Optimization exercise on an open flow, not production practice. RTL: at most simulated, not proved equivalent. Function not checked: run 1. Power: default activity.

==> flow/design.v, too long to show whole: its modules and the start of the top module <==
// module qkv_ctrl: 41 lines
// module operand_fetch: 93 lines
// module mac_unit: 1806 lines
// module csa_fa: 10 lines
// module csa_ha: 9 lines
// module cpa32: 268 lines
// module add16: 111 lines
// module result_writer: 24 lines
// module qkv_top: 60 lines
module qkv_top #(
	parameter int num_proj = 3
) (
	input  logic        clk,
	input  logic        reset_n,
	input  logic        dut_valid,
	output logic        dut_ready,
	output logic [15:0] input_read_address,
	input  logic [31:0] input_read_data,
	output logic [15:0] weight_read_address,
	input  logic [31:0] weight_read_data,
	output logic        result_write_enable,
	output logic [15:0] result_write_address,
	output logic [31:0] result_write_data
);
  // ...
==> flow/flow/run.sh <==
#!/bin/bash
set -e
MARGIN=6
cat >> config.mk <<EOS
export SETUP_SLACK_MARGIN = $MARGIN
export BUFFER_PORTS_ARGS = -buffer_cell sky130_fd_sc_hd__buf_2
export CTS_ARGS = -sink_clustering_enable -repair_clock_nets -dont_use_dummy_load -sink_clustering_size 30 -sink_clustering_max_diameter 60
EOS
bash standard.sh > standard.log 2>&1
==> flow/standard.sh <==
#!/bin/bash
# synth_recipe.tcl (not shown) runs the flow's synth.tcl, then flattens the netlist and writes it again
# the make line also repeats each setting of config.mk as NAME=value (left out here)
make -C /OpenROAD-flow-scripts/flow DESIGN_CONFIG=/design/flow/config.mk WORK_HOME=/design/flow/orfs CLKGATE_MAP_FILE= SYNTH_SCRIPT=/design/flow/synth_recipe.tcl "${@:-finish}"
==> flow/config.mk <==
export PLATFORM = sky130hd
export DESIGN_NAME = qkv_top
export DESIGN_NICKNAME = qkv_top
export VERILOG_FILES = /design/flow/design.v
export SDC_FILE = /design/flow/constraint.sdc
export NUM_CORES = 4
export LEC_CHECK = 0
export CAP_MARGIN = 20
export CORE_MARGIN = 2
export CORE_UTILIZATION = 40
export SLEW_MARGIN = 20
export SYNTH_HIERARCHICAL = 1
export SYNTH_MINIMUM_KEEP_SIZE = 0
export SETUP_SLACK_MARGIN = 6
export BUFFER_PORTS_ARGS = -buffer_cell sky130_fd_sc_hd__buf_2
export CTS_ARGS = -sink_clustering_enable -repair_clock_nets -dont_use_dummy_load -sink_clustering_size 30 -sink_clustering_max_diameter 60
==> flow/constraint.sdc <==
create_clock -name core_clock -period 9.0 [get_ports {clk}]
set_input_delay 1.8000 -clock core_clock [delete_from_list [all_inputs] [get_ports {clk}]]
set_output_delay 1.8000 -clock core_clock [all_outputs]
set_load 0.01 [all_outputs]
==> run summary, run 1 <==
The flow ran to the end and the layout has no timing, DRC or antenna violations. The detailed-routed wire length on met3 is between 4000 and 5000 µm. Measured along the x axis, the die boundary spans between 200 and 300 µm.

The floorplan core area came out at about 0.074 mm². The via count of the routed design came out at approximately 21000. The number of DRC violations after detailed-routing iteration 0 came out at ~1800. The detailed route wirelength on metal2 is 37600 µm. After clock tree synthesis, the flow added hold-fix buffers numbering 0.

The number of clock sinks came out at 535. Of the post-synthesis cell area, the part taken by muxes is 0.778%. For the worst-skew pair, the clock arrives at the later sink with an insertion delay of 620 ps. The growth of design area from synthesis to finish is 9.00%. The worst hold path begins at u_qkv_ctrl.first_s2$_DFF_P_. The number of placed instances, taps included, is between 3000 and 4000. The count of nets left with antenna violations after detail routing came out at 0.

The number of max-cap violations is 0. By count the netlist is led by dfxtp_1 (436), xnor2_1 (365), a22oi_1 (260). The number of setup buffers added after CTS is 4. On the worst path, the slowest cell contributes a delay of ~700 ps. In the layout the commonest cells are dfxtp_1 (375), xnor2_1 (365), a22oi_1 (260). Along the worst hold path, the cell count comes to 0. In this run the worst setup path begins at u_mac_unit.b_one[9]$_DFF_P_.

The total routed wire length on the met1 layer came out at around 33000 µm. VDD sags by at most 177 µV. The met1 track demand over resource in global routing is between 20% and 30%. Final hold analysis gives a worst-case slack of 328 ps.

The share of total power dissipated in sequential elements is a little under two fifths. Setup repair after global routing could not meet its margin everywhere.
==> run 2, diff against run 1 <==
--- a/flow/design.v
+++ b/flow/design.v
@@ -707,18 +707,51 @@
 	logic s2_fc120;
 	logic s2_hs22;
 	logic s2_hc22;
-	logic s2_fs121;
-	logic s2_fs122;
-	logic s2_fs123;
-	logic s2_fs124;
-	logic s2_fs125;
-	logic s2_fs126;
-	logic s2_fs127;
-	logic s2_fs128;
-	logic s2_fs129;
-	logic s2_fs130;
-	logic s2_fs131;
-	logic s2_hs23;
+	logic s2_xs0;
+	logic s2_xs1;
+	logic s2_xs2;
+	logic s2_xs3;
+	logic s2_xs4;
+	logic s2_xs5;
+	logic s2_xs6;
+	logic s2_xs7;
+	logic s2_xs8;
+	logic s2_xs9;
+	logic s2_xs10;
+	logic s2_xs11;
+	logic s2_xs12;
+	logic s2_xs13;
+	logic s2_xs14;
+	logic s2_xs15;
+	logic s2_xs16;
+	logic s2_xs17;
+	logic s2_xs18;
+	logic s2_xs19;
+	logic s2_xs20;
+	logic s2_xs21;
+	logic s2_xs22;
+	logic s3_fs121;
+	logic s3_fc121;
+	logic s3_fs122;
+	logic s3_fc122;
+	logic s3_fs123;
+	logic s3_fc123;
+	logic s3_fs124;
+	logic s3_fc124;
+	logic s3_fs125;
+	logic s3_fc125;
+	logic s3_fs126;
+	logic s3_fc126;
+	logic s3_fs127;
+	logic s3_fc127;
+	logic s3_fs128;
+	logic s3_fc128;
+	logic s3_fs129;
+	logic s3_fc129;
+	logic s3_fs130;
+	logic s3_fc130;
+	logic s3_fs131;
+	logic s3_fc131;
 	logic s3_fs132;
 	logic s3_fc132;
 	logic s3_fs133;
@@ -745,6 +778,8 @@
 	logic s3_fc143;
 	logic s3_fs144;
 	logic s3_fc144;
+	logic s3_hs23;
+	logic s3_hc23;
 	logic s3_fs145;
 	logic s3_fc145;
 	logic s3_fs146;
@@ -767,8 +802,6 @@
 	logic s3_fc154;
 	logic s3_fs155;
 	logic s3_fc155;
-	logic s3_hs24;
-	logic s3_hc24;
 	logic s3_fs156;
 	logic s3_fc156;
 	logic s3_fs157;
@@ -967,33 +1000,17 @@
 	logic s3_fc253;
 	logic s3_fs254;
 	logic s3_fc254;
-	logic s3_fs255;
-	logic s3_fc255;
-	logic s3_fs256;
-	logic s3_fc256;
-	logic s3_fs257;
-	logic s3_fc257;
-	logic s3_fs258;
-	logic s3_fc258;
-	logic s3_fs259;
-	logic s3_fc259;
-	logic s3_fs260;
-	logic s3_fc260;
-	logic s3_fs261;
-	logic s3_fc261;
-	logic s3_fs262;
-	logic s3_fc262;
-	logic s3_fs263;
-	logic s3_fc263;
-	logic s3_fs264;
-	logic s3_fc264;
-	logic s3_fs265;
-	logic s3_fc265;
-	logic s3_fs266;
-	logic s3_fs267;
-	logic s3_fs268;
-	logic s3_fs269;
-	logic s3_fs270;
+	logic s3_xs23;
+	logic s3_xs24;
+	logic s3_xs25;
+	logic s3_xs26;
+	logic s3_xs27;
+	logic s3_xs28;
+	logic s3_xs29;
+	logic s3_xs30;
+	logic s3_xs31;
+	logic s3_xs32;
+	logic s3_xs33;
 	logic mid_0_0;
 	logic mid_0_1;
 	logic mid_1_0;
@@ -1573,158 +1590,175 @@
 	csa_fa u_s2_fa119 (.a(s2_fc105), .b(s2_fc106), .c(s2_fc107), .s(s2_fs119), .co(s2_fc119));
 	csa_fa u_s2_fa120 (.a(s2_fs115), .b(s2_fs116), .c(s2_fs117), .s(s2_fs120), .co(s2_fc120));
 	csa_ha u_s2_ha22 (.a(s2_fs118), .b(s2_fc108), .s(s2_hs22), .co(s2_hc22));
-	assign s2_fs121 = pp0_31 ^ pp1_31 ^ pp2_31;
-	assign s2_fs122 = pp3_31 ^ pp4_31 ^ pp5_31;
-	assign s2_fs123 = pp6_31 ^ pp7_31 ^ pp8_31;
-	assign s2_fs124 = pp9_31 ^ pp10_31 ^ pp11_31;
-	assign s2_fs125 = pp12_31 ^ pp13_31 ^ pp14_31;
-	assign s2_fs126 = pp15_31 ^ s2_fc110 ^ s2_fc111;
-	assign s2_fs127 = s2_fc112 ^ s2_fc113 ^ s2_fc114;
-	assign s2_fs128 = s2_fs121 ^ s2_fs122 ^ s2_fs123;
-	assign s2_fs129 = s2_fs124 ^ s2_fs125 ^ s2_fc115;
-	assign s2_fs130 = s2_fc116 ^ s2_fc117 ^ s2_fc118;
-	assign s2_fs131 = s2_fs126 ^ s2_fs127 ^ s2_fs128;
-	assign s2_hs23 = s2_fc119 ^ s2_fs129;
-	csa_fa u_s3_fa132 (.a(mid_0_0), .b(mid_0_1), .c(acc_g_s[0]), .s(s3_fs132), .co(s3_fc132));
-	csa_fa u_s3_fa133 (.a(mid_1_0), .b(acc_g_s[1]), .c(acc_g_c[1]), .s(s3_fs133), .co(s3_fc133));
-	csa_fa u_s3_fa134 (.a(mid_2_0), .b(mid_2_1), .c(mid_2_2), .s(s3_fs134), .co(s3_fc134));
-	csa_fa u_s3_fa135 (.a(acc_g_s[2]), .b(acc_g_c[2]), .c(s3_fc133), .s(s3_fs135), .co(s3_fc135));
-	csa_fa u_s3_fa136 (.a(mid_3_0), .b(mid_3_1), .c(acc_g_s[3]), .s(s3_fs136), .co(s3_fc136));
-	csa_fa u_s3_fa137 (.a(acc_g_c[3]), .b(s3_fc134), .c(s3_fs136), .s(s3_fs137), .co(s3_fc137));
-	csa_fa u_s3_fa138 (.a(mid_4_0), .b(mid_4_1), .c(mid_4_2), .s(s3_fs138), .co(s3_fc138));
-	csa_fa u_s3_fa139 (.a(mid_4_3), .b(acc_g_s[4]), .c(acc_g_c[4]), .s(s3_fs139), .co(s3_fc139));
-	csa_fa u_s3_fa140 (.a(s3_fc136), .b(s3_fs138), .c(s3_fs139), .s(s3_fs140), .co(s3_fc140));
-	csa_fa u_s3_fa141 (.a(mid_5_0), .b(mid_5_1), .c(mid_5_2), .s(s3_fs141), .co(s3_fc141));
-	csa_fa u_s3_fa142 (.a(acc_g_s[5]), .b(acc_g_c[5]), .c(s3_fc138), .s(s3_fs142), .co(s3_fc142));
-	csa_fa u_s3_fa143 (.a(s3_fc139), .b(s3_fs141), .c(s3_fc140), .s(s3_fs143), .co(s3_fc143));
-	csa_fa u_s3_fa144 (.a(mid_6_0), .b(mid_6_1), .c(mid_6_2), .s(s3_fs144), .co(s3_fc144));
-	csa_fa u_s3_fa145 (.a(mid_6_3), .b(mid_6_4), .c(acc_g_s[6]), .s(s3_fs145), .co(s3_fc145));
-	csa_fa u_s3_fa146 (.a(acc_g_c[6]), .b(s3_fc141), .c(s3_fs144), .s(s3_fs146), .co(s3_fc146));
-	csa_fa u_s3_fa147 (.a(s3_fs145), .b(s3_fc142), .c(s3_fs146), .s(s3_fs147), .co(s3_fc147));
-	csa_fa u_s3_fa148 (.a(mid_7_0), .b(mid_7_1), .c(mid_7_2), .s(s3_fs148), .co(s3_fc148));
-	csa_fa u_s3_fa149 (.a(mid_7_3), .b(acc_g_s[7]), .c(acc_g_c[7]), .s(s3_fs149), .co(s3_fc149));
-	csa_fa u_s3_fa150 (.a(s3_fc144), .b(s3_fc145), .c(s3_fs148), .s(s3_fs150), .co(s3_fc150));
-	csa_fa u_s3_fa151 (.a(s3_fs149), .b(s3_fc146), .c(s3_fs150), .s(s3_fs151), .co(s3_fc151));
-	csa_fa u_s3_fa152 (.a(mid_8_0), .b(mid_8_1), .c(mid_8_2), .s(s3_fs152), .co(s3_fc152));
-	csa_fa u_s3_fa153 (.a(mid_8_3), .b(mid_8_4), .c(acc_g_s[8]), .s(s3_fs153), .co(s3_fc153));
-	csa_fa u_s3_fa154 (.a(acc_g_c[8]), .b(s3_fc148), .c(s3_fc149), .s(s3_fs154), .co(s3_fc154));
-	csa_fa u_s3_fa155 (.a(s3_fs152), .b(s3_fs153), .c(s3_fc150), .s(s3_fs155), .co(s3_fc155));
-	csa_ha u_s3_ha24 (.a(s3_fs154), .b(s3_fc151), .s(s3_hs24), .co(s3_hc24));
-	csa_fa u_s3_fa156 (.a(mid_9_0), .b(mid_9_1), .c(mid_9_2), .s(s3_fs156), .co(s3_fc156));
-	csa_fa u_s3_fa157 (.a(mid_9_3), .b(mid_9_4), .c(acc_g_s[9]), .s(s3_fs157), .co(s3_fc157));
-	csa_fa u_s3_fa158 (.a(acc_g_c[9]), .b(s3_fc152), .c(s3_fc153), .s(s3_fs158), .co(s3_fc158));
-	csa_fa u_s3_fa159 (.a(s3_fs156), .b(s3_fs157), .c(s3_fc154), .s(s3_fs159), .co(s3_fc159));
-	csa_fa u_s3_fa160 (.a(s3_fs158), .b(s3_fc155), .c(s3_fs159), .s(s3_fs160), .co(s3_fc160));
-	csa_fa u_s3_fa161 (.a(mid_10_0), .b(mid_10_1), .c(mid_10_2), .s(s3_fs161), .co(s3_fc161));
-	csa_fa u_s3_fa162 (.a(mid_10_3), .b(mid_10_4), .c(acc_g_s[10]), .s(s3_fs162), .co(s3_fc162));
-	csa_fa u_s3_fa163 (.a(acc_g_c[10]), .b(s3_fc156), .c(s3_fc157), .s(s3_fs163), .co(s3_fc163));
-	csa_fa u_s3_fa164 (.a(s3_fs161), .b(s3_fs162), .c(s3_fc158), .s(s3_fs164), .co(s3_fc164));
-	csa_fa u_s3_fa165 (.a(s3_fs163), .b(s3_fc159), .c(s3_fs164), .s(s3_fs165), .co(s3_fc165));
-	csa_fa u_s3_fa166 (.a(mid_11_0), .b(mid_11_1), .c(mid_11_2), .s(s3_fs166), .co(s3_fc166));
-	csa_fa u_s3_fa167 (.a(mid_11_3), .b(mid_11_4), .c(acc_g_s[11]), .s(s3_fs167), .co(s3_fc167));
-	csa_fa u_s3_fa168 (.a(acc_g_c[11]), .b(s3_fc161), .c(s3_fc162), .s(s3_fs168), .co(s3_fc168));
-	csa_fa u_s3_fa169 (.a(s3_fs166), .b(s3_fs167), .c(s3_fc163), .s(s3_fs169), .co(s3_fc169));
-	csa_fa u_s3_fa170 (.a(s3_fs168), .b(s3_fc164), .c(s3_fs169), .s(s3_fs170), .co(s3_fc170));
-	csa_fa u_s3_fa171 (.a(mid_12_0), .b(mid_12_1), .c(mid_12_2), .s(s3_fs171), .co(s3_fc171));
-	csa_fa u_s3_fa172 (.a(mid_12_3), .b(mid_12_4), .c(acc_g_s[12]), .s(s3_fs172), .co(s3_fc172));
-	csa_fa u_s3_fa173 (.a(acc_g_c[12]), .b(s3_fc166), .c(s3_fc167), .s(s3_fs173), .co(s3_fc173));
-	csa_fa u_s3_fa174 (.a(s3_fs171), .b(s3_fs172), .c(s3_fc168), .s(s3_fs174), .co(s3_fc174));
-	csa_fa u_s3_fa175 (.a(s3_fs173), .b(s3_fc169), .c(s3_fs174), .s(s3_fs175), .co(s3_fc175));
-	csa_fa u_s3_fa176 (.a(mid_13_0), .b(mid_13_1), .c(mid_13_2), .s(s3_fs176), .co(s3_fc176));
-	csa_fa u_s3_fa177 (.a(mid_13_3), .b(mid_13_4), .c(acc_g_s[13]), .s(s3_fs177), .co(s3_fc177));
-	csa_fa u_s3_fa178 (.a(acc_g_c[13]), .b(s3_fc171), .c(s3_fc172), .s(s3_fs178), .co(s3_fc178));
-	csa_fa u_s3_fa179 (.a(s3_fs176), .b(s3_fs177), .c(s3_fc173), .s(s3_fs179), .co(s3_fc179));
-	csa_fa u_s3_fa180 (.a(s3_fs178), .b(s3_fc174), .c(s3_fs179), .s(s3_fs180), .co(s3_fc180));
-	csa_fa u_s3_fa181 (.a(mid_14_0), .b(mid_14_1), .c(mid_14_2), .s(s3_fs181), .co(s3_fc181));
-	csa_fa u_s3_fa182 (.a(mid_14_3), .b(mid_14_4), .c(acc_g_s[14]), .s(s3_fs182), .co(s3_fc182));
-	csa_fa u_s3_fa183 (.a(acc_g_c[14]), .b(s3_fc176), .c(s3_fc177), .s(s3_fs183), .co(s3_fc183));
-	csa_fa u_s3_fa184 (.a(s3_fs181), .b(s3_fs182), .c(s3_fc178), .s(s3_fs184), .co(s3_fc184));
-	csa_fa u_s3_fa185 (.a(s3_fs183), .b(s3_fc179), .c(s3_fs184), .s(s3_fs185), .co(s3_fc185));
-	csa_fa u_s3_fa186 (.a(mid_15_0), .b(mid_15_1), .c(mid_15_2), .s(s3_fs186), .co(s3_fc186));
-	csa_fa u_s3_fa187 (.a(mid_15_3), .b(mid_15_4), .c(acc_g_s[15]), .s(s3_fs187), .co(s3_fc187));
-	csa_fa u_s3_fa188 (.a(acc_g_c[15]), .b(s3_fc181), .c(s3_fc182), .s(s3_fs188), .co(s3_fc188));
-	csa_fa u_s3_fa189 (.a(s3_fs186), .b(s3_fs187), .c(s3_fc183), .s(s3_fs189), .co(s3_fc189));
-	csa_fa u_s3_fa190 (.a(s3_fs188), .b(s3_fc184), .c(s3_fs189), .s(s3_fs190), .co(s3_fc190));
-	csa_fa u_s3_fa191 (.a(mid_16_0), .b(mid_16_1), .c(mid_16_2), .s(s3_fs191), .co(s3_fc191));
-	csa_fa u_s3_fa192 (.a(mid_16_3), .b(mid_16_4), .c(acc_g_s[16]), .s(s3_fs192), .co(s3_fc192));
-	csa_fa u_s3_fa193 (.a(acc_g_c[16]), .b(s3_fc186), .c(s3_fc187), .s(s3_fs193), .co(s3_fc193));
-	csa_fa u_s3_fa194 (.a(s3_fs191), .b(s3_fs192), .c(s3_fc188), .s(s3_fs194), .co(s3_fc194));
-	csa_fa u_s3_fa195 (.a(s3_fs193), .b(s3_fc189), .c(s3_fs194), .s(s3_fs195), .co(s3_fc195));
-	csa_fa u_s3_fa196 (.a(mid_17_0), .b(mid_17_1), .c(mid_17_2), .s(s3_fs196), .co(s3_fc196));
-	csa_fa u_s3_fa197 (.a(mid_17_3), .b(mid_17_4), .c(acc_g_s[17]), .s(s3_fs197), .co(s3_fc197));
-	csa_fa u_s3_fa198 (.a(acc_g_c[17]), .b(s3_fc191), .c(s3_fc192), .s(s3_fs198), .co(s3_fc198));
-	csa_fa u_s3_fa199 (.a(s3_fs196), .b(s3_fs197), .c(s3_fc193), .s(s3_fs199), .co(s3_fc199));
-	csa_fa u_s3_fa200 (.a(s3_fs198), .b(s3_fc194), .c(s3_fs199), .s(s3_fs200), .co(s3_fc200));
-	csa_fa u_s3_fa201 (.a(mid_18_0), .b(mid_18_1), .c(mid_18_2), .s(s3_fs201), .co(s3_fc201));
-	csa_fa u_s3_fa202 (.a(mid_18_3), .b(mid_18_4), .c(acc_g_s[18]), .s(s3_fs202), .co(s3_fc202));
-	csa_fa u_s3_fa203 (.a(acc_g_c[18]), .b(s3_fc196), .c(s3_fc197), .s(s3_fs203), .co(s3_fc203));
-	csa_fa u_s3_fa204 (.a(s3_fs201), .b(s3_fs202), .c(s3_fc198), .s(s3_fs204), .co(s3_fc204));
-	csa_fa u_s3_fa205 (.a(s3_fs203), .b(s3_fc199), .c(s3_fs204), .s(s3_fs205), .co(s3_fc205));
-	csa_fa u_s3_fa206 (.a(mid_19_0), .b(mid_19_1), .c(mid_19_2), .s(s3_fs206), .co(s3_fc206));
-	csa_fa u_s3_fa207 (.a(mid_19_3), .b(mid_19_4), .c(acc_g_s[19]), .s(s3_fs207), .co(s3_fc207));
-	csa_fa u_s3_fa208 (.a(acc_g_c[19]), .b(s3_fc201), .c(s3_fc202), .s(s3_fs208), .co(s3_fc208));
-	csa_fa u_s3_fa209 (.a(s3_fs206), .b(s3_fs207), .c(s3_fc203), .s(s3_fs209), .co(s3_fc209));
-	csa_fa u_s3_fa210 (.a(s3_fs208), .b(s3_fc204), .c(s3_fs209), .s(s3_fs210), .co(s3_fc210));
-	csa_fa u_s3_fa211 (.a(mid_20_0), .b(mid_20_1), .c(mid_20_2), .s(s3_fs211), .co(s3_fc211));
-	csa_fa u_s3_fa212 (.a(mid_20_3), .b(mid_20_4), .c(acc_g_s[20]), .s(s3_fs212), .co(s3_fc212));
-	csa_fa u_s3_fa213 (.a(acc_g_c[20]), .b(s3_fc206), .c(s3_fc207), .s(s3_fs213), .co(s3_fc213));
-	csa_fa u_s3_fa214 (.a(s3_fs211), .b(s3_fs212), .c(s3_fc208), .s(s3_fs214), .co(s3_fc214));
-	csa_fa u_s3_fa215 (.a(s3_fs213), .b(s3_fc209), .c(s3_fs214), .s(s3_fs215), .co(s3_fc215));
-	csa_fa u_s3_fa216 (.a(mid_21_0), .b(mid_21_1), .c(mid_21_2), .s(s3_fs216), .co(s3_fc216));
-	csa_fa u_s3_fa217 (.a(mid_21_3), .b(mid_21_4), .c(acc_g_s[21]), .s(s3_fs217), .co(s3_fc217));
-	csa_fa u_s3_fa218 (.a(acc_g_c[21]), .b(s3_fc211), .c(s3_fc212), .s(s3_fs218), .co(s3_fc218));
-	csa_fa u_s3_fa219 (.a(s3_fs216), .b(s3_fs217), .c(s3_fc213), .s(s3_fs219), .co(s3_fc219));
-	csa_fa u_s3_fa220 (.a(s3_fs218), .b(s3_fc214), .c(s3_fs219), .s(s3_fs220), .co(s3_fc220));
-	csa_fa u_s3_fa221 (.a(mid_22_0), .b(mid_22_1), .c(mid_22_2), .s(s3_fs221), .co(s3_fc221));
-	csa_fa u_s3_fa222 (.a(mid_22_3), .b(mid_22_4), .c(acc_g_s[22]), .s(s3_fs222), .co(s3_fc222));
-	csa_fa u_s3_fa223 (.a(acc_g_c[22]), .b(s3_fc216), .c(s3_fc217), .s(s3_fs223), .co(s3_fc223));
-	csa_fa u_s3_fa224 (.a(s3_fs221), .b(s3_fs222), .c(s3_fc218), .s(s3_fs224), .co(s3_fc224));
-	csa_fa u_s3_fa225 (.a(s3_fs223), .b(s3_fc219), .c(s3_fs224), .s(s3_fs225), .co(s3_fc225));
-	csa_fa u_s3_fa226 (.a(mid_23_0), .b(mid_23_1), .c(mid_23_2), .s(s3_fs226), .co(s3_fc226));
-	csa_fa u_s3_fa227 (.a(mid_23_3), .b(mid_23_4), .c(acc_g_s[23]), .s(s3_fs227), .co(s3_fc227));
-	csa_fa u_s3_fa228 (.a(acc_g_c[23]), .b(s3_fc221), .c(s3_fc222), .s(s3_fs228), .co(s3_fc228));
-	csa_fa u_s3_fa229 (.a(s3_fs226), .b(s3_fs227), .c(s3_fc223), .s(s3_fs229), .co(s3_fc229));
-	csa_fa u_s3_fa230 (.a(s3_fs228), .b(s3_fc224), .c(s3_fs229), .s(s3_fs230), .co(s3_fc230));
-	csa_fa u_s3_fa231 (.a(mid_24_0), .b(mid_24_1), .c(mid_24_2), .s(s3_fs231), .co(s3_fc231));
-	csa_fa u_s3_fa232 (.a(mid_24_3), .b(mid_24_4), .c(acc_g_s[24]), .s(s3_fs232), .co(s3_fc232));
-	csa_fa u_s3_fa233 (.a(acc_g_c[24]), .b(s3_fc226), .c(s3_fc227), .s(s3_fs233), .co(s3_fc233));
-	csa_fa u_s3_fa234 (.a(s3_fs231), .b(s3_fs232), .c(s3_fc228), .s(s3_fs234), .co(s3_fc234));
-	csa_fa u_s3_fa235 (.a(s3_fs233), .b(s3_fc229), .c(s3_fs234), .s(s3_fs235), .co(s3_fc235));
-	csa_fa u_s3_fa236 (.a(mid_25_0), .b(mid_25_1), .c(mid_25_2), .s(s3_fs236), .co(s3_fc236));
-	csa_fa u_s3_fa237 (.a(mid_25_3), .b(mid_25_4), .c(acc_g_s[25]), .s(s3_fs237), .co(s3_fc237));
-	csa_fa u_s3_fa238 (.a(acc_g_c[25]), .b(s3_fc231), .c(s3_fc232), .s(s3_fs238), .co(s3_fc238));
-	csa_fa u_s3_fa239 (.a(s3_fs236), .b(s3_fs237), .c(s3_fc233), .s(s3_fs239), .co(s3_fc239));
-	csa_fa u_s3_fa240 (.a(s3_fs238), .b(s3_fc234), .c(s3_fs239), .s(s3_fs240), .co(s3_fc240));
-	csa_fa u_s3_fa241 (.a(mid_26_0), .b(mid_26_1), .c(mid_26_2), .s(s3_fs241), .co(s3_fc241));
-	csa_fa u_s3_fa242 (.a(mid_26_3), .b(mid_26_4), .c(acc_g_s[26]), .s(s3_fs242), .co(s3_fc242));
-	csa_fa u_s3_fa243 (.a(acc_g_c[26]), .b(s3_fc236), .c(s3_fc237), .s(s3_fs243), .co(s3_fc243));
-	csa_fa u_s3_fa244 (.a(s3_fs241), .b(s3_fs242), .c(s3_fc238), .s(s3_fs244), .co(s3_fc244));
-	csa_fa u_s3_fa245 (.a(s3_fs243), .b(s3_fc239), .c(s3_fs244), .s(s3_fs245), .co(s3_fc245));
-	csa_fa u_s3_fa246 (.a(mid_27_0), .b(mid_27_1), .c(mid_27_2), .s(s3_fs246), .co(s3_fc246));
-	csa_fa u_s3_fa247 (.a(mid_27_3), .b(mid_27_4), .c(acc_g_s[27]), .s(s3_fs247), .co(s3_fc247));
-	csa_fa u_s3_fa248 (.a(acc_g_c[27]), .b(s3_fc241), .c(s3_fc242), .s(s3_fs248), .co(s3_fc248));
-	csa_fa u_s3_fa249 (.a(s3_fs246), .b(s3_fs247), .c(s3_fc243), .s(s3_fs249), .co(s3_fc249));
-	csa_fa u_s3_fa250 (.a(s3_fs248), .b(s3_fc244), .c(s3_fs249), .s(s3_fs250), .co(s3_fc250));
-	csa_fa u_s3_fa251 (.a(mid_28_0), .b(mid_28_1), .c(mid_28_2), .s(s3_fs251), .co(s3_fc251));
-	csa_fa u_s3_fa252 (.a(mid_28_3), .b(mid_28_4), .c(acc_g_s[28]), .s(s3_fs252), .co(s3_fc252));
-	csa_fa u_s3_fa253 (.a(acc_g_c[28]), .b(s3_fc246), .c(s3_fc247), .s(s3_fs253), .co(s3_fc253));
-	csa_fa u_s3_fa254 (.a(s3_fs251), .b(s3_fs252), .c(s3_fc248), .s(s3_fs254), .co(s3_fc254));
-	csa_fa u_s3_fa255 (.a(s3_fs253), .b(s3_fc249), .c(s3_fs254), .s(s3_fs255), .co(s3_fc255));
-	csa_fa u_s3_fa256 (.a(mid_29_0), .b(mid_29_1), .c(mid_29_2), .s(s3_fs256), .co(s3_fc256));
-	csa_fa u_s3_fa257 (.a(mid_29_3), .b(mid_29_4), .c(acc_g_s[29]), .s(s3_fs257), .co(s3_fc257));
-	csa_fa u_s3_fa258 (.a(acc_g_c[29]), .b(s3_fc251), .c(s3_fc252), .s(s3_fs258), .co(s3_fc258));
-	csa_fa u_s3_fa259 (.a(s3_fs256), .b(s3_fs257), .c(s3_fc253), .s(s3_fs259), .co(s3_fc259));
-	csa_fa u_s3_fa260 (.a(s3_fs258), .b(s3_fc254), .c(s3_fs259), .s(s3_fs260), .co(s3_fc260));
-	csa_fa u_s3_fa261 (.a(mid_30_0), .b(mid_30_1), .c(mid_30_2), .s(s3_fs261), .co(s3_fc261));
-	csa_fa u_s3_fa262 (.a(mid_30_3), .b(mid_30_4), .c(acc_g_s[30]), .s(s3_fs262), .co(s3_fc262));
-	csa_fa u_s3_fa263 (.a(acc_g_c[30]), .b(s3_fc256), .c(s3_fc257), .s(s3_fs263), .co(s3_fc263));
-	csa_fa u_s3_fa264 (.a(s3_fs261), .b(s3_fs262), .c(s3_fc258), .s(s3_fs264), .co(s3_fc264));
-	csa_fa u_s3_fa265 (.a(s3_fs263), .b(s3_fc259), .c(s3_fs264), .s(s3_fs265), .co(s3_fc265));
-	assign s3_fs266 = mid_31_0 ^ mid_31_1 ^ mid_31_2;
-	assign s3_fs267 = mid_31_3 ^ mid_31_4 ^ acc_g_s[31];
-	assign s3_fs268 = acc_g_c[31] ^ s3_fc261 ^ s3_fc262;
-	assign s3_fs269 = s3_fs266 ^ s3_fs267 ^ s3_fc263;
-	assign s3_fs270 = s3_fs268 ^ s3_fc264 ^ s3_fs269;
+	csa_x2 u_s2_x0 (.a(pp0_31), .b(pp1_31), .s(s2_xs0));
+	csa_x2 u_s2_x1 (.a(pp2_31), .b(pp3_31), .s(s2_xs1));
+	csa_x2 u_s2_x2 (.a(pp4_31), .b(pp5_31), .s(s2_xs2));
+	csa_x2 u_s2_x3 (.a(pp6_31), .b(pp7_31), .s(s2_xs3));
+	csa_x2 u_s2_x4 (.a(pp8_31), .b(pp9_31), .s(s2_xs4));
+	csa_x2 u_s2_x5 (.a(pp10_31), .b(pp11_31), .s(s2_xs5));
+	csa_x2 u_s2_x6 (.a(pp12_31), .b(pp13_31), .s(s2_xs6));
+	csa_x2 u_s2_x7 (.a(pp14_31), .b(pp15_31), .s(s2_xs7));
+	csa_x2 u_s2_x8 (.a(s2_xs0), .b(s2_xs1), .s(s2_xs8));
+	csa_x2 u_s2_x9 (.a(s2_xs2), .b(s2_xs3), .s(s2_xs9));
+	csa_x2 u_s2_x10 (.a(s2_xs4), .b(s2_xs5), .s(s2_xs10));
+	csa_x2 u_s2_x11 (.a(s2_xs6), .b(s2_xs7), .s(s2_xs11));
+	csa_x2 u_s2_x12 (.a(s2_fc110), .b(s2_fc111), .s(s2_xs12));
+	csa_x2 u_s2_x13 (.a(s2_fc112), .b(s2_fc113), .s(s2_xs13));
+	csa_x2 u_s2_x14 (.a(s2_fc114), .b(s2_xs8), .s(s2_xs14));
+	csa_x2 u_s2_x15 (.a(s2_xs9), .b(s2_xs10), .s(s2_xs15));
+	csa_x2 u_s2_x16 (.a(s2_xs11), .b(s2_xs12), .s(s2_xs16));
+	csa_x2 u_s2_x17 (.a(s2_xs13), .b(s2_xs14), .s(s2_xs17));
+	csa_x2 u_s2_x18 (.a(s2_xs15), .b(s2_fc115), .s(s2_xs18));
+	csa_x2 u_s2_x19 (.a(s2_fc116), .b(s2_xs16), .s(s2_xs19));
+	csa_x2 u_s2_x20 (.a(s2_fc117), .b(s2_fc118), .s(s2_xs20));
+	csa_x2 u_s2_x21 (.a(s2_xs17), .b(s2_xs18), .s(s2_xs21));
+	csa_x2 u_s2_x22 (.a(s2_xs19), .b(s2_xs20), .s(s2_xs22));
+	csa_fa u_s3_fa121 (.a(mid_0_0), .b(mid_0_1), .c(acc_g_s[0]), .s(s3_fs121), .co(s3_fc121));
+	csa_fa u_s3_fa122 (.a(mid_1_0), .b(acc_g_s[1]), .c(acc_g_c[1]), .s(s3_fs122), .co(s3_fc122));
+	csa_fa u_s3_fa123 (.a(mid_2_0), .b(mid_2_1), .c(mid_2_2), .s(s3_fs123), .co(s3_fc123));
+	csa_fa u_s3_fa124 (.a(acc_g_s[2]), .b(acc_g_c[2]), .c(s3_fc122), .s(s3_fs124), .co(s3_fc124));
+	csa_fa u_s3_fa125 (.a(mid_3_0), .b(mid_3_1), .c(acc_g_s[3]), .s(s3_fs125), .co(s3_fc125));
+	csa_fa u_s3_fa126 (.a(acc_g_c[3]), .b(s3_fc123), .c(s3_fs125), .s(s3_fs126), .co(s3_fc126));
+	csa_fa u_s3_fa127 (.a(mid_4_0), .b(mid_4_1), .c(mid_4_2), .s(s3_fs127), .co(s3_fc127));
+	csa_fa u_s3_fa128 (.a(mid_4_3), .b(acc_g_s[4]), .c(acc_g_c[4]), .s(s3_fs128), .co(s3_fc128));
+	csa_fa u_s3_fa129 (.a(s3_fc125), .b(s3_fs127), .c(s3_fs128), .s(s3_fs129), .co(s3_fc129));
+	csa_fa u_s3_fa130 (.a(mid_5_0), .b(mid_5_1), .c(mid_5_2), .s(s3_fs130), .co(s3_fc130));
+	csa_fa u_s3_fa131 (.a(acc_g_s[5]), .b(acc_g_c[5]), .c(s3_fc127), .s(s3_fs131), .co(s3_fc131));
+	csa_fa u_s3_fa132 (.a(s3_fc128), .b(s3_fs130), .c(s3_fc129), .s(s3_fs132), .co(s3_fc132));
+	csa_fa u_s3_fa133 (.a(mid_6_0), .b(mid_6_1), .c(mid_6_2), .s(s3_fs133), .co(s3_fc133));
+	csa_fa u_s3_fa134 (.a(mid_6_3), .b(mid_6_4), .c(acc_g_s[6]), .s(s3_fs134), .co(s3_fc134));
+	csa_fa u_s3_fa135 (.a(acc_g_c[6]), .b(s3_fc130), .c(s3_fs133), .s(s3_fs135), .co(s3_fc135));
+	csa_fa u_s3_fa136 (.a(s3_fs134), .b(s3_fc131), .c(s3_fs135), .s(s3_fs136), .co(s3_fc136));
+	csa_fa u_s3_fa137 (.a(mid_7_0), .b(mid_7_1), .c(mid_7_2), .s(s3_fs137), .co(s3_fc137));
+	csa_fa u_s3_fa138 (.a(mid_7_3), .b(acc_g_s[7]), .c(acc_g_c[7]), .s(s3_fs138), .co(s3_fc138));
+	csa_fa u_s3_fa139 (.a(s3_fc133), .b(s3_fc134), .c(s3_fs137), .s(s3_fs139), .co(s3_fc139));
+	csa_fa u_s3_fa140 (.a(s3_fs138), .b(s3_fc135), .c(s3_fs139), .s(s3_fs140), .co(s3_fc140));
+	csa_fa u_s3_fa141 (.a(mid_8_0), .b(mid_8_1), .c(mid_8_2), .s(s3_fs141), .co(s3_fc141));
+	csa_fa u_s3_fa142 (.a(mid_8_3), .b(mid_8_4), .c(acc_g_s[8]), .s(s3_fs142), .co(s3_fc142));
+	csa_fa u_s3_fa143 (.a(acc_g_c[8]), .b(s3_fc137), .c(s3_fc138), .s(s3_fs143), .co(s3_fc143));
+	csa_fa u_s3_fa144 (.a(s3_fs141), .b(s3_fs142), .c(s3_fc139), .s(s3_fs144), .co(s3_fc144));
+	csa_ha u_s3_ha23 (.a(s3_fs143), .b(s3_fc140), .s(s3_hs23), .co(s3_hc23));
+	csa_fa u_s3_fa145 (.a(mid_9_0), .b(mid_9_1), .c(mid_9_2), .s(s3_fs145), .co(s3_fc145));
+	csa_fa u_s3_fa146 (.a(mid_9_3), .b(mid_9_4), .c(acc_g_s[9]), .s(s3_fs146), .co(s3_fc146));
+	csa_fa u_s3_fa147 (.a(acc_g_c[9]), .b(s3_fc141), .c(s3_fc142), .s(s3_fs147), .co(s3_fc147));
+	csa_fa u_s3_fa148 (.a(s3_fs145), .b(s3_fs146), .c(s3_fc143), .s(s3_fs148), .co(s3_fc148));
+	csa_fa u_s3_fa149 (.a(s3_fs147), .b(s3_fc144), .c(s3_fs148), .s(s3_fs149), .co(s3_fc149));
+	csa_fa u_s3_fa150 (.a(mid_10_0), .b(mid_10_1), .c(mid_10_2), .s(s3_fs150), .co(s3_fc150));
+	csa_fa u_s3_fa151 (.a(mid_10_3), .b(mid_10_4), .c(acc_g_s[10]), .s(s3_fs151), .co(s3_fc151));
+	csa_fa u_s3_fa152 (.a(acc_g_c[10]), .b(s3_fc145), .c(s3_fc146), .s(s3_fs152), .co(s3_fc152));
+	csa_fa u_s3_fa153 (.a(s3_fs150), .b(s3_fs151), .c(s3_fc147), .s(s3_fs153), .co(s3_fc153));
+	csa_fa u_s3_fa154 (.a(s3_fs152), .b(s3_fc148), .c(s3_fs153), .s(s3_fs154), .co(s3_fc154));
+	csa_fa u_s3_fa155 (.a(mid_11_0), .b(mid_11_1), .c(mid_11_2), .s(s3_fs155), .co(s3_fc155));
+	csa_fa u_s3_fa156 (.a(mid_11_3), .b(mid_11_4), .c(acc_g_s[11]), .s(s3_fs156), .co(s3_fc156));
+	csa_fa u_s3_fa157 (.a(acc_g_c[11]), .b(s3_fc150), .c(s3_fc151), .s(s3_fs157), .co(s3_fc157));
+	csa_fa u_s3_fa158 (.a(s3_fs155), .b(s3_fs156), .c(s3_fc152), .s(s3_fs158), .co(s3_fc158));
+	csa_fa u_s3_fa159 (.a(s3_fs157), .b(s3_fc153), .c(s3_fs158), .s(s3_fs159), .co(s3_fc159));
+	csa_fa u_s3_fa160 (.a(mid_12_0), .b(mid_12_1), .c(mid_12_2), .s(s3_fs160), .co(s3_fc160));
+	csa_fa u_s3_fa161 (.a(mid_12_3), .b(mid_12_4), .c(acc_g_s[12]), .s(s3_fs161), .co(s3_fc161));
+	csa_fa u_s3_fa162 (.a(acc_g_c[12]), .b(s3_fc155), .c(s3_fc156), .s(s3_fs162), .co(s3_fc162));
+	csa_fa u_s3_fa163 (.a(s3_fs160), .b(s3_fs161), .c(s3_fc157), .s(s3_fs163), .co(s3_fc163));
+	csa_fa u_s3_fa164 (.a(s3_fs162), .b(s3_fc158), .c(s3_fs163), .s(s3_fs164), .co(s3_fc164));
+	csa_fa u_s3_fa165 (.a(mid_13_0), .b(mid_13_1), .c(mid_13_2), .s(s3_fs165), .co(s3_fc165));
+	csa_fa u_s3_fa166 (.a(mid_13_3), .b(mid_13_4), .c(acc_g_s[13]), .s(s3_fs166), .co(s3_fc166));
+	csa_fa u_s3_fa167 (.a(acc_g_c[13]), .b(s3_fc160), .c(s3_fc161), .s(s3_fs167), .co(s3_fc167));
+	csa_fa u_s3_fa168 (.a(s3_fs165), .b(s3_fs166), .c(s3_fc162), .s(s3_fs168), .co(s3_fc168));
+	csa_fa u_s3_fa169 (.a(s3_fs167), .b(s3_fc163), .c(s3_fs168), .s(s3_fs169), .co(s3_fc169));
+	csa_fa u_s3_fa170 (.a(mid_14_0), .b(mid_14_1), .c(mid_14_2), .s(s3_fs170), .co(s3_fc170));
+	csa_fa u_s3_fa171 (.a(mid_14_3), .b(mid_14_4), .c(acc_g_s[14]), .s(s3_fs171), .co(s3_fc171));
+	csa_fa u_s3_fa172 (.a(acc_g_c[14]), .b(s3_fc165), .c(s3_fc166), .s(s3_fs172), .co(s3_fc172));
+	csa_fa u_s3_fa173 (.a(s3_fs170), .b(s3_fs171), .c(s3_fc167), .s(s3_fs173), .co(s3_fc173));
+	csa_fa u_s3_fa174 (.a(s3_fs172), .b(s3_fc168), .c(s3_fs173), .s(s3_fs174), .co(s3_fc174));
+	csa_fa u_s3_fa175 (.a(mid_15_0), .b(mid_15_1), .c(mid_15_2), .s(s3_fs175), .co(s3_fc175));
+	csa_fa u_s3_fa176 (.a(mid_15_3), .b(mid_15_4), .c(acc_g_s[15]), .s(s3_fs176), .co(s3_fc176));
+	csa_fa u_s3_fa177 (.a(acc_g_c[15]), .b(s3_fc170), .c(s3_fc171), .s(s3_fs177), .co(s3_fc177));
+	csa_fa u_s3_fa178 (.a(s3_fs175), .b(s3_fs176), .c(s3_fc172), .s(s3_fs178), .co(s3_fc178));
+	csa_fa u_s3_fa179 (.a(s3_fs177), .b(s3_fc173), .c(s3_fs178), .s(s3_fs179), .co(s3_fc179));
+	csa_fa u_s3_fa180 (.a(mid_16_0), .b(mid_16_1), .c(mid_16_2), .s(s3_fs180), .co(s3_fc180));
+	csa_fa u_s3_fa181 (.a(mid_16_3), .b(mid_16_4), .c(acc_g_s[16]), .s(s3_fs181), .co(s3_fc181));
+	csa_fa u_s3_fa182 (.a(acc_g_c[16]), .b(s3_fc175), .c(s3_fc176), .s(s3_fs182), .co(s3_fc182));
+	csa_fa u_s3_fa183 (.a(s3_fs180), .b(s3_fs181), .c(s3_fc177), .s(s3_fs183), .co(s3_fc183));
+	csa_fa u_s3_fa184 (.a(s3_fs182), .b(s3_fc178), .c(s3_fs183), .s(s3_fs184), .co(s3_fc184));
+	csa_fa u_s3_fa185 (.a(mid_17_0), .b(mid_17_1), .c(mid_17_2), .s(s3_fs185), .co(s3_fc185));
+	csa_fa u_s3_fa186 (.a(mid_17_3), .b(mid_17_4), .c(acc_g_s[17]), .s(s3_fs186), .co(s3_fc186));
+	csa_fa u_s3_fa187 (.a(acc_g_c[17]), .b(s3_fc180), .c(s3_fc181), .s(s3_fs187), .co(s3_fc187));
+	csa_fa u_s3_fa188 (.a(s3_fs185), .b(s3_fs186), .c(s3_fc182), .s(s3_fs188), .co(s3_fc188));
+	csa_fa u_s3_fa189 (.a(s3_fs187), .b(s3_fc183), .c(s3_fs188), .s(s3_fs189), .co(s3_fc189));
+	csa_fa u_s3_fa190 (.a(mid_18_0), .b(mid_18_1), .c(mid_18_2), .s(s3_fs190), .co(s3_fc190));
+	csa_fa u_s3_fa191 (.a(mid_18_3), .b(mid_18_4), .c(acc_g_s[18]), .s(s3_fs191), .co(s3_fc191));
+	csa_fa u_s3_fa192 (.a(acc_g_c[18]), .b(s3_fc185), .c(s3_fc186), .s(s3_fs192), .co(s3_fc192));
+	csa_fa u_s3_fa193 (.a(s3_fs190), .b(s3_fs191), .c(s3_fc187), .s(s3_fs193), .co(s3_fc193));
+	csa_fa u_s3_fa194 (.a(s3_fs192), .b(s3_fc188), .c(s3_fs193), .s(s3_fs194), .co(s3_fc194));
+	csa_fa u_s3_fa195 (.a(mid_19_0), .b(mid_19_1), .c(mid_19_2), .s(s3_fs195), .co(s3_fc195));
+	csa_fa u_s3_fa196 (.a(mid_19_3), .b(mid_19_4), .c(acc_g_s[19]), .s(s3_fs196), .co(s3_fc196));
+	csa_fa u_s3_fa197 (.a(acc_g_c[19]), .b(s3_fc190), .c(s3_fc191), .s(s3_fs197), .co(s3_fc197));
+	csa_fa u_s3_fa198 (.a(s3_fs195), .b(s3_fs196), .c(s3_fc192), .s(s3_fs198), .co(s3_fc198));
+	csa_fa u_s3_fa199 (.a(s3_fs197), .b(s3_fc193), .c(s3_fs198), .s(s3_fs199), .co(s3_fc199));
+	csa_fa u_s3_fa200 (.a(mid_20_0), .b(mid_20_1), .c(mid_20_2), .s(s3_fs200), .co(s3_fc200));
+	csa_fa u_s3_fa201 (.a(mid_20_3), .b(mid_20_4), .c(acc_g_s[20]), .s(s3_fs201), .co(s3_fc201));
+	csa_fa u_s3_fa202 (.a(acc_g_c[20]), .b(s3_fc195), .c(s3_fc196), .s(s3_fs202), .co(s3_fc202));
+	csa_fa u_s3_fa203 (.a(s3_fs200), .b(s3_fs201), .c(s3_fc197), .s(s3_fs203), .co(s3_fc203));
+	csa_fa u_s3_fa204 (.a(s3_fs202), .b(s3_fc198), .c(s3_fs203), .s(s3_fs204), .co(s3_fc204));
+	csa_fa u_s3_fa205 (.a(mid_21_0), .b(mid_21_1), .c(mid_21_2), .s(s3_fs205), .co(s3_fc205));
+	csa_fa u_s3_fa206 (.a(mid_21_3), .b(mid_21_4), .c(acc_g_s[21]), .s(s3_fs206), .co(s3_fc206));
+	csa_fa u_s3_fa207 (.a(acc_g_c[21]), .b(s3_fc200), .c(s3_fc201), .s(s3_fs207), .co(s3_fc207));
+	csa_fa u_s3_fa208 (.a(s3_fs205), .b(s3_fs206), .c(s3_fc202), .s(s3_fs208), .co(s3_fc208));
+	csa_fa u_s3_fa209 (.a(s3_fs207), .b(s3_fc203), .c(s3_fs208), .s(s3_fs209), .co(s3_fc209));
+	csa_fa u_s3_fa210 (.a(mid_22_0), .b(mid_22_1), .c(mid_22_2), .s(s3_fs210), .co(s3_fc210));
+	csa_fa u_s3_fa211 (.a(mid_22_3), .b(mid_22_4), .c(acc_g_s[22]), .s(s3_fs211), .co(s3_fc211));
+	csa_fa u_s3_fa212 (.a(acc_g_c[22]), .b(s3_fc205), .c(s3_fc206), .s(s3_fs212), .co(s3_fc212));
+	csa_fa u_s3_fa213 (.a(s3_fs210), .b(s3_fs211), .c(s3_fc207), .s(s3_fs213), .co(s3_fc213));
+	csa_fa u_s3_fa214 (.a(s3_fs212), .b(s3_fc208), .c(s3_fs213), .s(s3_fs214), .co(s3_fc214));
+	csa_fa u_s3_fa215 (.a(mid_23_0), .b(mid_23_1), .c(mid_23_2), .s(s3_fs215), .co(s3_fc215));
+	csa_fa u_s3_fa216 (.a(mid_23_3), .b(mid_23_4), .c(acc_g_s[23]), .s(s3_fs216), .co(s3_fc216));
+	csa_fa u_s3_fa217 (.a(acc_g_c[23]), .b(s3_fc210), .c(s3_fc211), .s(s3_fs217), .co(s3_fc217));
+	csa_fa u_s3_fa218 (.a(s3_fs215), .b(s3_fs216), .c(s3_fc212), .s(s3_fs218), .co(s3_fc218));
+	csa_fa u_s3_fa219 (.a(s3_fs217), .b(s3_fc213), .c(s3_fs218), .s(s3_fs219), .co(s3_fc219));
+	csa_fa u_s3_fa220 (.a(mid_24_0), .b(mid_24_1), .c(mid_24_2), .s(s3_fs220), .co(s3_fc220));
+	csa_fa u_s3_fa221 (.a(mid_24_3), .b(mid_24_4), .c(acc_g_s[24]), .s(s3_fs221), .co(s3_fc221));
+	csa_fa u_s3_fa222 (.a(acc_g_c[24]), .b(s3_fc215), .c(s3_fc216), .s(s3_fs222), .co(s3_fc222));
+	csa_fa u_s3_fa223 (.a(s3_fs220), .b(s3_fs221), .c(s3_fc217), .s(s3_fs223), .co(s3_fc223));
+	csa_fa u_s3_fa224 (.a(s3_fs222), .b(s3_fc218), .c(s3_fs223), .s(s3_fs224), .co(s3_fc224));
+	csa_fa u_s3_fa225 (.a(mid_25_0), .b(mid_25_1), .c(mid_25_2), .s(s3_fs225), .co(s3_fc225));
+	csa_fa u_s3_fa226 (.a(mid_25_3), .b(mid_25_4), .c(acc_g_s[25]), .s(s3_fs226), .co(s3_fc226));
+	csa_fa u_s3_fa227 (.a(acc_g_c[25]), .b(s3_fc220), .c(s3_fc221), .s(s3_fs227), .co(s3_fc227));
+	csa_fa u_s3_fa228 (.a(s3_fs225), .b(s3_fs226), .c(s3_fc222), .s(s3_fs228), .co(s3_fc228));
+	csa_fa u_s3_fa229 (.a(s3_fs227), .b(s3_fc223), .c(s3_fs228), .s(s3_fs229), .co(s3_fc229));
+	csa_fa u_s3_fa230 (.a(mid_26_0), .b(mid_26_1), .c(mid_26_2), .s(s3_fs230), .co(s3_fc230));
+	csa_fa u_s3_fa231 (.a(mid_26_3), .b(mid_26_4), .c(acc_g_s[26]), .s(s3_fs231), .co(s3_fc231));
+	csa_fa u_s3_fa232 (.a(acc_g_c[26]), .b(s3_fc225), .c(s3_fc226), .s(s3_fs232), .co(s3_fc232));
+	csa_fa u_s3_fa233 (.a(s3_fs230), .b(s3_fs231), .c(s3_fc227), .s(s3_fs233), .co(s3_fc233));
+	csa_fa u_s3_fa234 (.a(s3_fs232), .b(s3_fc228), .c(s3_fs233), .s(s3_fs234), .co(s3_fc234));
+	csa_fa u_s3_fa235 (.a(mid_27_0), .b(mid_27_1), .c(mid_27_2), .s(s3_fs235), .co(s3_fc235));
+	csa_fa u_s3_fa236 (.a(mid_27_3), .b(mid_27_4), .c(acc_g_s[27]), .s(s3_fs236), .co(s3_fc236));
+	csa_fa u_s3_fa237 (.a(acc_g_c[27]), .b(s3_fc230), .c(s3_fc231), .s(s3_fs237), .co(s3_fc237));
+	csa_fa u_s3_fa238 (.a(s3_fs235), .b(s3_fs236), .c(s3_fc232), .s(s3_fs238), .co(s3_fc238));
+	csa_fa u_s3_fa239 (.a(s3_fs237), .b(s3_fc233), .c(s3_fs238), .s(s3_fs239), .co(s3_fc239));
+	csa_fa u_s3_fa240 (.a(mid_28_0), .b(mid_28_1), .c(mid_28_2), .s(s3_fs240), .co(s3_fc240));
+	csa_fa u_s3_fa241 (.a(mid_28_3), .b(mid_28_4), .c(acc_g_s[28]), .s(s3_fs241), .co(s3_fc241));
+	csa_fa u_s3_fa242 (.a(acc_g_c[28]), .b(s3_fc235), .c(s3_fc236), .s(s3_fs242), .co(s3_fc242));
+	csa_fa u_s3_fa243 (.a(s3_fs240), .b(s3_fs241), .c(s3_fc237), .s(s3_fs243), .co(s3_fc243));
+	csa_fa u_s3_fa244 (.a(s3_fs242), .b(s3_fc238), .c(s3_fs243), .s(s3_fs244), .co(s3_fc244));
+	csa_fa u_s3_fa245 (.a(mid_29_0), .b(mid_29_1), .c(mid_29_2), .s(s3_fs245), .co(s3_fc245));
+	csa_fa u_s3_fa246 (.a(mid_29_3), .b(mid_29_4), .c(acc_g_s[29]), .s(s3_fs246), .co(s3_fc246));
+	csa_fa u_s3_fa247 (.a(acc_g_c[29]), .b(s3_fc240), .c(s3_fc241), .s(s3_fs247), .co(s3_fc247));
+	csa_fa u_s3_fa248 (.a(s3_fs245), .b(s3_fs246), .c(s3_fc242), .s(s3_fs248), .co(s3_fc248));
+	csa_fa u_s3_fa249 (.a(s3_fs247), .b(s3_fc243), .c(s3_fs248), .s(s3_fs249), .co(s3_fc249));
+	csa_fa u_s3_fa250 (.a(mid_30_0), .b(mid_30_1), .c(mid_30_2), .s(s3_fs250), .co(s3_fc250));
+	csa_fa u_s3_fa251 (.a(mid_30_3), .b(mid_30_4), .c(acc_g_s[30]), .s(s3_fs251), .co(s3_fc251));
+	csa_fa u_s3_fa252 (.a(acc_g_c[30]), .b(s3_fc245), .c(s3_fc246), .s(s3_fs252), .co(s3_fc252));
+	csa_fa u_s3_fa253 (.a(s3_fs250), .b(s3_fs251), .c(s3_fc247), .s(s3_fs253), .co(s3_fc253));
+	csa_fa u_s3_fa254 (.a(s3_fs252), .b(s3_fc248), .c(s3_fs253), .s(s3_fs254), .co(s3_fc254));
+	csa_x2 u_s3_x23 (.a(mid_31_0), .b(mid_31_1), .s(s3_xs23));
+	csa_x2 u_s3_x24 (.a(mid_31_2), .b(mid_31_3), .s(s3_xs24));
+	csa_x2 u_s3_x25 (.a(mid_31_4), .b(acc_g_s[31]), .s(s3_xs25));
+	csa_x2 u_s3_x26 (.a(acc_g_c[31]), .b(s3_xs23), .s(s3_xs26));
+	csa_x2 u_s3_x27 (.a(s3_xs24), .b(s3_xs25), .s(s3_xs27));
+	csa_x2 u_s3_x28 (.a(s3_fc250), .b(s3_fc251), .s(s3_xs28));
+	csa_x2 u_s3_x29 (.a(s3_xs26), .b(s3_xs27), .s(s3_xs29));
+	csa_x2 u_s3_x30 (.a(s3_xs28), .b(s3_xs29), .s(s3_xs30));
+	csa_x2 u_s3_x31 (.a(s3_fc252), .b(s3_xs30), .s(s3_xs31));
+	csa_x2 u_s3_x32 (.a(s3_xs31), .b(s3_fc253), .s(s3_xs32));
+	csa_x2 u_s3_x33 (.a(s3_xs32), .b(s3_fc254), .s(s3_xs33));
 	always_ff @(posedge clk) begin
 		mid_0_0 <= pp0_0;
 		mid_0_1 <= b_neg[0];
@@ -1865,76 +1899,76 @@
 		mid_30_2 <= s2_hc21;
 		mid_30_3 <= s2_fs120;
 		mid_30_4 <= s2_hs22;
-		mid_31_0 <= s2_fc120;
-		mid_31_1 <= s2_fs130;
-		mid_31_2 <= s2_fs131;
+		mid_31_0 <= s2_xs21;
+		mid_31_1 <= s2_fc119;
+		mid_31_2 <= s2_fc120;
 		mid_31_3 <= s2_hc22;
-		mid_31_4 <= s2_hs23;
+		mid_31_4 <= s2_xs22;
 	end
 	assign nxt_s[0] = acc_g_c[0];
-	assign nxt_c[0] = s3_fs132;
-	assign nxt_s[1] = s3_fc132;
-	assign nxt_c[1] = s3_fs133;
-	assign nxt_s[2] = s3_fs134;
-	assign nxt_c[2] = s3_fs135;
-	assign nxt_s[3] = s3_fc135;
-	assign nxt_c[3] = s3_fs137;
-	assign nxt_s[4] = s3_fc137;
-	assign nxt_c[4] = s3_fs140;
-	assign nxt_s[5] = s3_fs142;
-	assign nxt_c[5] = s3_fs143;
-	assign nxt_s[6] = s3_fc143;
-	assign nxt_c[6] = s3_fs147;
-	assign nxt_s[7] = s3_fc147;
-	assign nxt_c[7] = s3_fs151;
-	assign nxt_s[8] = s3_fs155;
-	assign nxt_c[8] = s3_hs24;
-	assign nxt_s[9] = s3_hc24;
-	assign nxt_c[9] = s3_fs160;
-	assign nxt_s[10] = s3_fc160;
-	assign nxt_c[10] = s3_fs165;
-	assign nxt_s[11] = s3_fc165;
-	assign nxt_c[11] = s3_fs170;
-	assign nxt_s[12] = s3_fc170;
-	assign nxt_c[12] = s3_fs175;
-	assign nxt_s[13] = s3_fc175;
-	assign nxt_c[13] = s3_fs180;
-	assign nxt_s[14] = s3_fc180;
-	assign nxt_c[14] = s3_fs185;
-	assign nxt_s[15] = s3_fc185;
-	assign nxt_c[15] = s3_fs190;
-	assign nxt_s[16] = s3_fc190;
-	assign nxt_c[16] = s3_fs195;
-	assign nxt_s[17] = s3_fc195;
-	assign nxt_c[17] = s3_fs200;
-	assign nxt_s[18] = s3_fc200;
-	assign nxt_c[18] = s3_fs205;
-	assign nxt_s[19] = s3_fc205;
-	assign nxt_c[19] = s3_fs210;
-	assign nxt_s[20] = s3_fc210;
-	assign nxt_c[20] = s3_fs215;
-	assign nxt_s[21] = s3_fc215;
-	assign nxt_c[21] = s3_fs220;
-	assign nxt_s[22] = s3_fc220;
-	assign nxt_c[22] = s3_fs225;
-	assign nxt_s[23] = s3_fc225;
-	assign nxt_c[23] = s3_fs230;
-	assign nxt_s[24] = s3_fc230;
-	assign nxt_c[24] = s3_fs235;
-	assign nxt_s[25] = s3_fc235;
-	assign nxt_c[25] = s3_fs240;
-	assign nxt_s[26] = s3_fc240;
-	assign nxt_c[26] = s3_fs245;
-	assign nxt_s[27] = s3_fc245;
-	assign nxt_c[27] = s3_fs250;
-	assign nxt_s[28] = s3_fc250;
-	assign nxt_c[28] = s3_fs255;
-	assign nxt_s[29] = s3_fc255;
-	assign nxt_c[29] = s3_fs260;
-	assign nxt_s[30] = s3_fc260;
-	assign nxt_c[30] = s3_fs265;
-	assign nxt_s[31] = s3_fc265;
-	assign nxt_c[31] = s3_fs270;
+	assign nxt_c[0] = s3_fs121;
+	assign nxt_s[1] = s3_fc121;
+	assign nxt_c[1] = s3_fs122;
+	assign nxt_s[2] = s3_fs123;
+	assign nxt_c[2] = s3_fs124;
+	assign nxt_s[3] = s3_fc124;
+	assign nxt_c[3] = s3_fs126;
+	assign nxt_s[4] = s3_fc126;
+	assign nxt_c[4] = s3_fs129;
+	assign nxt_s[5] = s3_fs131;
+	assign nxt_c[5] = s3_fs132;
+	assign nxt_s[6] = s3_fc132;
+	assign nxt_c[6] = s3_fs136;
+	assign nxt_s[7] = s3_fc136;
+	assign nxt_c[7] = s3_fs140;
+	assign nxt_s[8] = s3_fs144;
+	assign nxt_c[8] = s3_hs23;
+	assign nxt_s[9] = s3_hc23;
+	assign nxt_c[9] = s3_fs149;
+	assign nxt_s[10] = s3_fc149;
+	assign nxt_c[10] = s3_fs154;
+	assign nxt_s[11] = s3_fc154;
+	assign nxt_c[11] = s3_fs159;
+	assign nxt_s[12] = s3_fc159;
+	assign nxt_c[12] = s3_fs164;
+	assign nxt_s[13] = s3_fc164;
+	assign nxt_c[13] = s3_fs169;
+	assign nxt_s[14] = s3_fc169;
+	assign nxt_c[14] = s3_fs174;
+	assign nxt_s[15] = s3_fc174;
+	assign nxt_c[15] = s3_fs179;
+	assign nxt_s[16] = s3_fc179;
+	assign nxt_c[16] = s3_fs184;
+	assign nxt_s[17] = s3_fc184;
+	assign nxt_c[17] = s3_fs189;
+	assign nxt_s[18] = s3_fc189;
+	assign nxt_c[18] = s3_fs194;
+	assign nxt_s[19] = s3_fc194;
+	assign nxt_c[19] = s3_fs199;
+	assign nxt_s[20] = s3_fc199;
+	assign nxt_c[20] = s3_fs204;
+	assign nxt_s[21] = s3_fc204;
+	assign nxt_c[21] = s3_fs209;
+	assign nxt_s[22] = s3_fc209;
+	assign nxt_c[22] = s3_fs214;
+	assign nxt_s[23] = s3_fc214;
+	assign nxt_c[23] = s3_fs219;
+	assign nxt_s[24] = s3_fc219;
+	assign nxt_c[24] = s3_fs224;
+	assign nxt_s[25] = s3_fc224;
+	assign nxt_c[25] = s3_fs229;
+	assign nxt_s[26] = s3_fc229;
+	assign nxt_c[26] = s3_fs234;
+	assign nxt_s[27] = s3_fc234;
+	assign nxt_c[27] = s3_fs239;
+	assign nxt_s[28] = s3_fc239;
+	assign nxt_c[28] = s3_fs244;
+	assign nxt_s[29] = s3_fc244;
+	assign nxt_c[29] = s3_fs249;
+	assign nxt_s[30] = s3_fc249;
+	assign nxt_c[30] = s3_fs254;
+	assign nxt_s[31] = s3_xs33;
+	assign nxt_c[31] = 1'b0;
 	always_ff @(posedge clk) begin
 		acc_s <= nxt_s;
 		acc_c <= nxt_c;
@@ -1951,6 +1985,13 @@
 	assign s  = a ^ b ^ c;
 	assign co = (a & b) | (a & c) | (b & c);
 endmodule
+module csa_x2 (
+	input  logic a,
+	input  logic b,
+	output logic s
+);
+	assign s = a ^ b;
+endmodule
 module csa_ha (
 	input  logic a,
 	input  logic b,
==> flow/flow/run.sh (replaced) <==
#!/bin/bash
set -e
MARGIN=6
cat >> config.mk <<EOS
export SETUP_SLACK_MARGIN = $MARGIN
export BUFFER_PORTS_ARGS = -buffer_cell sky130_fd_sc_hd__buf_2
export CTS_ARGS = -sink_clustering_enable -repair_clock_nets -dont_use_dummy_load
EOS
bash standard.sh > standard.log 2>&1
--- a/flow/config.mk
+++ b/flow/config.mk
@@ -13,4 +13,4 @@
 export SYNTH_MINIMUM_KEEP_SIZE = 0
 export SETUP_SLACK_MARGIN = 6
 export BUFFER_PORTS_ARGS = -buffer_cell sky130_fd_sc_hd__buf_2
-export CTS_ARGS = -sink_clustering_enable -repair_clock_nets -dont_use_dummy_load -sink_clustering_size 30 -sink_clustering_max_diameter 60
+export CTS_ARGS = -sink_clustering_enable -repair_clock_nets -dont_use_dummy_load
==> run 2 against run 1 <==
Still clean. Via count is 1.2% higher. Hold slack worse by 2.7 ps. Sequential share of layout area is 1.3 points lower. Clock skew is 0.71 ps lower.
==> run summary, run 2 <==
Run status: no timing/DRC/antenna violations (unchanged). The static leakage power was 12.5 nW (was 12.0 nW). The site row count came out at 101 (was 100). The mean instance size in the synthesized netlist is 11.4 µm² (was 11.0 µm²).

The total global routing overflow came out at 0 (unchanged). The number of DRC violations after detailed-routing iteration 0 is 1633 (was 1826). The width of the die is 282 µm (was 277 µm). The deepest clock path buffer count is 3 (unchanged). The setup TNS came out at 0 ps (unchanged).

Most frequent cells in the layout: dfxtp_1 (373), xnor2_1 (338), fa_1 (255) (was dfxtp_1 (375), xnor2_1 (365), a22oi_1 (260)). The most area-hungry cell type in the Yosys netlist is dfxtp_1 (unchanged). The peak-usage layer in the global routing report is met2 (unchanged). The met3 routing resource usage after global routing is 3.44% (was 3.45%). The most common cell after layout, fill and taps aside is dfxtp_1 (unchanged). The growth of design area from synthesis to finish came to 9.21% (was 9.00%). The starting density of the core came out at 40.6% (was 40.3%).

The number of standard cells in the final layout excluding fillers came out at 3816 (was 3721). The maximum vdd drop is 157 µV (was 177 µV). The detailed placement HPWL came out at 57100 µm (was 56900 µm). The count of flip-flops with a built-in enable after synthesis came out at 99 (unchanged).

The routability-driven placement congestion ratio is 0.853 (was 0.858). The register bit count reported by yosys came out at 534 (was 535). The number of clock sinks is 534 (was 535). The source-to-sink clock delay at the later pin of the worst-skew pair came to 640 ps (was 620 ps). The floorplan core area is 0.0762 mm² (was 0.0742 mm²).

The class of the tightest hold or removal check is flop to flop (unchanged). The summed instance area of the synthesized netlist is 0.0309 mm² (was 0.0299 mm²). The area share of and/or/nand/nor cells after synthesis came out at 9.90% (was 10.0%). The proportion of layout cells with a drive suffix above 1 came out at 17.6% (was 12.9%).

The critical-path cell with the highest stage delay is dfxtp_4 (was dfxtp_1). The instance count of the mapped netlist was 2719 (was 2715). The count of placed standard cells including taps came out at 3746 (was 3671). The count of nets left with antenna violations after detail routing is 0 (unchanged). The share of the clock period used by the worst path after layout came out at 32.9% (was 33.3%). In the final layout, the registers with the most flip-flops are u_mac_unit.a_r (32), u_mac_unit.acc_s (32), u_result_writer.result_write_data (32). The wire length of the first global-routing pass is 128000 µm (was 124000 µm).

The area of the die came out at 0.0795 mm² (was 0.0770 mm²). The upper clock frequency limit is 0.337 GHz (was 0.334 GHz). The actual slew at the worst max-slew pin came out at 993 ps (was 878 ps). The top cell type's share of synthesized area came to 28.2% (was 29.2%). The number of nets in the layout came out at 3201 (was 3167). The detailed-routing iteration count for the pre-antenna-repair pass was 6 (unchanged). The via count of the routed design is 21100 (was 20900). The maximum single-stage delay on the critical path was 380 ps (was 700 ps). The number of endpoints failing setup at the final stage is 0 (unchanged). The number of max-slew violations in the final report was 0 (unchanged).

The arrival time at the worst endpoint was 1160 ps (was 3550 ps). The number of warnings printed during yosys synthesis came out at 10 (unchanged). The aggregate global-route resource usage is 20.7% (was 20.3%). The maximum fanout along the worst path came out at 5 (was 14). The H-tree level count is 2 (unchanged). The startpoint type of the worst setup path is a flop (unchanged). The proportion of synthesized area in mux cells is 0.898% (was 0.778%). The worst reg-to-reg setup slack is 6060 ps (was 6000 ps).

The number of top-level pins is 149 (unchanged). The compound-gate portion of the synthesized area is 14.6% (was 13.2%). The number of I/O port buffers came out at 148 (unchanged).

The ratio of total power to cell area came out at 284 mW/mm² (about the same). The sequential cell area fraction in the yosys report is 37.8% (was 39.1%). The met1 track demand over resource in global routing was 27.9% (was 26.2%).

The fraction of synthesis flops using an asynchronous set or reset pin was 0% (unchanged). Setup repair after global routing missed its margin: false (was true). The minimum period implied by the final worst setup slack came to 2960 ps (was 3000 ps). The main combinational cell family by area after synthesis is adder cells (unchanged). The filler cell count was 7043 (was 6913). The headroom to the max-slew limit is 33.7% (was 41.5%).

Top cell types by occurrence after synthesis: dfxtp_1 (435), xnor2_1 (338), fa_1 (255) (was dfxtp_1 (436), xnor2_1 (365), a22oi_1 (260)). The type of element capturing the critical path is an output port (was flop). The dominant register cell in the synthesized netlist is dfxtp_1 (unchanged). The number of max-cap violations is 0 (unchanged). The number of buffers inserted by hold repair at cts is 0 (unchanged).
[run 2: cell count changes after synthesis, sizes merged, moves of 3 or more]
cell	previous run	this run
buf	50	148
or4	3	6
nor2b	76	37
and2b	0	42
a21oi	91	94
nor2	110	106
clkbuf	143	46
mux2	10	14
nor4	33	36
xnor2	366	338
xor2	68	93
o31ai	9	13
[run 2: per-module statistics from Yosys, one instance, submodules excluded, excerpt]
| module | flip-flops and latches | cells | cell area (µm²) |
|---|---|---|---|
| csa_ha | 0 | 1 | 12.5 |
| qkv_ctrl | 17 | 34 | 465 |
| cpa32 | 0 | 117 | 853 |
| mac_unit | 287 | 1095 | 12500 |
| csa_fa | 0 | 1 | 20.0 |
| result_writer | 49 | 118 | 1430 |
| csa_x2 | 0 | 1 | 8.76 |
| add16 | 0 | 55 | 402 |
[run 2: final timing paths]
kind	start	end	cells after the start
setup / recovery	u_result_writer.result_write_address[2]$_SDFFE_PP0P_	result_write_address[2]	1
hold / removal	u_qkv_ctrl.first_s0$_DFF_P_	u_qkv_ctrl.first_s1$_DFF_P_	0
setup reg to reg	u_mac_unit.a_r[17]$_DFF_P_	u_mac_unit.mid_30_3$_DFF_P_	5
hold reg to reg	u_qkv_ctrl.first_s0$_DFF_P_	u_qkv_ctrl.first_s1$_DFF_P_	0
[run 2: what timing repair did]
action	4_1_cts	5_1_grt
endpoints found under the setup margin	76	49
resized for setup	83	17
setup buffers	7	5
[run 2: area by class of cell]
cell class | count | area (µm²) | area share (%)
Antenna cell | 1 | 2.50 | 0.00741
Clock buffer | 57 | 1430 | 4.22
Inverter | 34 | 128 | 0.378
Multi-Input combinational cell | 1958 | 17900 | 53.0
Sequential cell | 534 | 11800 | 35.0
Tap cell | 1030 | 1290 | 3.82
Timing Repair Buffer | 202 | 1210 | 3.57
[run 2: where the power goes]
group / switching (mW) / internal, mW
Sequential: 0.353 / 3.10
Combinational: 2.22 / 1.95
Clock: 0.886 / 1.10
[run 2: kinds of logic after synthesis]
| family | Yosys count |
|---|---|
| mux | 26 |
| xor+xnor | 431 |
| simple gates | 573 |
| buf+inv | 228 |
| compound gates | 579 |
| flops | 534 |
| fa+ha+maj | 347 |
| other cells | 1 |
[run 2: per-stage QoR]
stage          total power [mW]  cell area [µm²]  worst slack (ps)  util, %  hold slack, ps
2_1_floorplan              6.51            30900              6030        -             310
5_1_grt                    10.4            33800              6000     44.3             344
3_5_place_dp               7.74            32000              5730     42.1             312
4_1_cts                    9.75            33700              5970     44.2             326
6_report                   9.60            33800              6040     44.3             326
3_3_place_gp               7.57            32000              5780     42.1             314
[run 2: per-layer routing]
layer,vias to the layer above,wire [µm]
met5,-,0
met4,0,2230
met3,141,5670
met2,771,38800
met1,10600,35200
li1,9599,-
Testbench counts of run 2, summed over its fixed seeds: cycles 54,315, macs 53,547.
